This is an optimization exercise on Yosys and OpenROAD, whose aim is small area, a short achievable clock period and few clock cycles per item, not a production implementation.
Only simulation tests tie the RTL to the original design; equivalence was not proved.
No activity file was given, so power comes from the tool's default toggle rates.

## npu_top
module npu_top #(
    parameter int N = 4
) (
    input  logic                  i_clk,
    input  logic                  i_rst_n,
    input  logic                  i_map_sop,
    input  logic                  i_map_eop,
    input  logic                  i_map_vld,
    input  logic [31:0]           i_map_data,
    input  logic                  i_weight_sop,
    input  logic                  i_weight_eop,
    input  logic                  i_weight_vld,
    input  logic [31:0]           i_weight_data,
    input  logic                  i_rd_sop,
    input  logic [$clog2(N)-1:0]  i_rd_col,
    output logic                  o_save_finish,
    output logic                  o_rd_vld,
    output logic                  o_rd_eop,
    output logic [15:0]           o_rd_data
);
    logic [7:0]        map_we;
    logic [7:0]        weight_we;
    logic              map_loaded;
    logic              weight_loaded;
    logic              map_done;
    logic              weight_done;
    logic              start;
    logic [3:0]        row_sel;
    logic [3:0]        col_sel;
    logic              wb;
    logic [3:0]        wb_slot;
    logic              copy;
    logic [15:0][15:0] a_mem;
    logic [15:0][15:0] b_mem;
    logic [3:0]        a_next_sel;
    logic [3:0][15:0]  a_next;
    logic [31:0]       a_one;
    logic [31:0]       a_two;
    logic [31:0]       a_neg;
    logic [3:0][15:0]  b_col;
    logic [15:0]       dot;
    logic [15:0]       dot_next;
    logic [15:0]       a_wdata_lo;
  ...
export LEC_CHECK = 0
export CAP_MARGIN = 20
export CORE_MARGIN = 2
export CORE_UTILIZATION = 45
export CTS_CLUSTER_DIAMETER = 100
export CTS_CLUSTER_SIZE = 24
export SETUP_SLACK_MARGIN = 5
export SLEW_MARGIN = 20
create_clock -name core_clock -period 8.0 [get_ports {i_clk}]
run.sh (not shown) runs the stock make flow with config.mk's settings and CLKGATE_MAP_FILE= SYNTH_SCRIPT=/design/flow/synth_recipe.tcl, a recipe that flattens the netlist after the stock synthesis.
Testbench counts at the start, summed over its fixed seeds: cycles 12,544, items 320.
Edit:
--- a/flow/config.mk
+++ b/flow/config.mk
@@ -9,5 +9,3 @@
 export CORE_MARGIN = 2
-export CORE_UTILIZATION = 45
-export CTS_CLUSTER_DIAMETER = 100
-export CTS_CLUSTER_SIZE = 24
+export CORE_UTILIZATION = 40
 export SETUP_SLACK_MARGIN = 5
=> The changed run went through all stages and came out clean; final area went up by 3.8%; hold slack degrades by 0.011 ns; die area went up by 12%; combinational power hardly moves; setup slack improves by 0.085 ns; register-to-register slack improves by 0.02 ns.
Edit:
--- a/flow/config.mk
+++ b/flow/config.mk
@@ -9,3 +9,3 @@
 export CORE_MARGIN = 2
-export CORE_UTILIZATION = 40
+export CORE_UTILIZATION = 55
 export SETUP_SLACK_MARGIN = 5
Outcome:
- The new run went through all stages and came out clean
- final cell count falls by 8.6%
- worst setup slack gets worse by 0.065 ns
- sequential cell count stays the same
- worst hold slack hardly moves
- routed wire length drops by 1.7%
- synthesized cell count is unchanged
- critical path depth fell by 6
- die area falls by 27%
- total power rose by 0.31%
- global-route usage climbs by 8.7 points

========
== zinc ==
npu_top again, from the RTL that the note above started with.
make LEC_CHECK=0 CAP_MARGIN=20 CORE_MARGIN=2 CORE_UTILIZATION=40 CTS_CLUSTER_DIAMETER=100 CTS_CLUSTER_SIZE=24 SETUP_SLACK_MARGIN=5 SLEW_MARGIN=20 finish   # period 8.0 ns
Testbench counts of zinc, summed over its fixed seeds: cycles 12,544, items 320.
### zinc -> indigo
# zinc
export LEC_CHECK = 0
export CAP_MARGIN = 20
export CORE_MARGIN = 2
export CORE_UTILIZATION = 40
export CTS_CLUSTER_DIAMETER = 100
export CTS_CLUSTER_SIZE = 24
export SETUP_SLACK_MARGIN = 5
export SLEW_MARGIN = 20
create_clock -name core_clock -period 8.0 [get_ports {i_clk}]
# indigo
export LEC_CHECK = 0
export CAP_MARGIN = 20
export CORE_MARGIN = 2
export CORE_UTILIZATION = 40
export CTS_CLUSTER_DIAMETER = 100
export CTS_CLUSTER_SIZE = 24
export PLACE_DENSITY = 0.7
export SETUP_SLACK_MARGIN = 5
export SLEW_MARGIN = 20
create_clock -name core_clock -period 8.0 [get_ports {i_clk}]
Results
Compared with zinc, in indigo global-route wire length before repair saw a decrease, slew at the pin closest to its max-slew limit saw a decrease, multi-input gate share of total cell area saw little to no change. The final cell count on indigo is in line with that on zinc. Diff zinc..indigo | net count after synthesis | unchanged. zinc -> indigo: combinational gate power flat. indigo: flow completed, timing, DRC and antenna clean. Delta (indigo minus zinc): final critical path time including I/O delays and setup increased 0.086 ns, slack of the worst reg-to-reg path decreased 0.09 ns. The estimated power of indigo ends up lower than the estimate for zinc. Detailed-route via count deteriorates in indigo relative to zinc. In indigo relative to zinc, final design area excluding fillers had gone down slightly.
Relative to indigo, the following input files were edited for juniper:
# indigo
export LEC_CHECK = 0
export CAP_MARGIN = 20
export CORE_MARGIN = 2
export CORE_UTILIZATION = 40
export CTS_CLUSTER_DIAMETER = 100
export CTS_CLUSTER_SIZE = 24
export PLACE_DENSITY = 0.7
export SETUP_SLACK_MARGIN = 5
export SLEW_MARGIN = 20
create_clock -name core_clock -period 8.0 [get_ports {i_clk}]
# juniper
export LEC_CHECK = 0
export ABC_AREA = 1
export CAP_MARGIN = 20
export CORE_MARGIN = 2
export CORE_UTILIZATION = 40
export CTS_CLUSTER_DIAMETER = 100
export CTS_CLUSTER_SIZE = 24
export SETUP_SLACK_MARGIN = 5
export SLEW_MARGIN = 20
create_clock -name core_clock -period 8.0 [get_ports {i_clk}]
--- outcome ---
In juniper, post-layout total power is higher than in indigo. juniper vs. indigo: minimum setup slack in the final design went up by 0.092 ns. juniper vs. indigo: total length of routed met2 wires shows an increase of 5.7 mm, post-synthesis compound-gate area fraction higher, data arrival time of the critical path up 0.03 ns, clock insertion delay at the later pin of the skew report saw an increase. The run showing the greater first-pass GRT wire length is juniper.

[static timing again, ports no longer ideal]
The results above use ideal ports. As a check the final layouts listed here were re-extracted and re-timed, cells and wires unchanged.
Step 1, drivers: a clkbuf_16 drives i_clk and a buf_2 each remaining input, both assumed.
Step 2 adds t to the input delays and takes it off the output delays; t is the mean of the earliest and latest rising clock arrival at the registers after step 1. Input paths then give back, and output paths get back, about the clock's delay inside the block.
Slacks: no drivers / after step 1 / after step 2; pairs: no drivers / after step 1.
| run | t, ns | setup slack, ns | hold slack, ns | worst register clock-pin slew, ns | pins driven straight from the clock port |
|---|---|---|---|---|---|
| the first run of note 1 | 0.728 | 4.938 / 4.983 / 4.256 | 0.339 / 0.339 / 0.339 | 0.11 / 0.11 | 1 |
| the second run of note 1 | 0.760 | 5.023 / 4.974 / 4.333 | 0.328 / 0.328 / 0.328 | 0.07 / 0.07 | 1 |
| the third run of note 1 | 0.766 | 4.958 / 4.967 / 4.242 | 0.329 / 0.329 / 0.329 | 0.07 / 0.07 | 1 |
| zinc | 0.734 | 5.031 / 4.974 / 4.374 | 0.342 / 0.342 / 0.342 | 0.11 / 0.11 | 1 |
| indigo | 0.721 | 4.945 / 4.945 / 4.321 | 0.336 / 0.336 / 0.336 | 0.10 / 0.10 | 1 |
| juniper | 0.751 | 5.037 / 4.965 / 4.386 | 0.350 / 0.350 / 0.350 | 0.11 / 0.11 | 1 |
After both steps setup and hold are still met in every run listed. For the third run of note 1, which loses most, drivers alone change the setup slack by +0.009 ns; drivers and shift together by -0.716 ns.
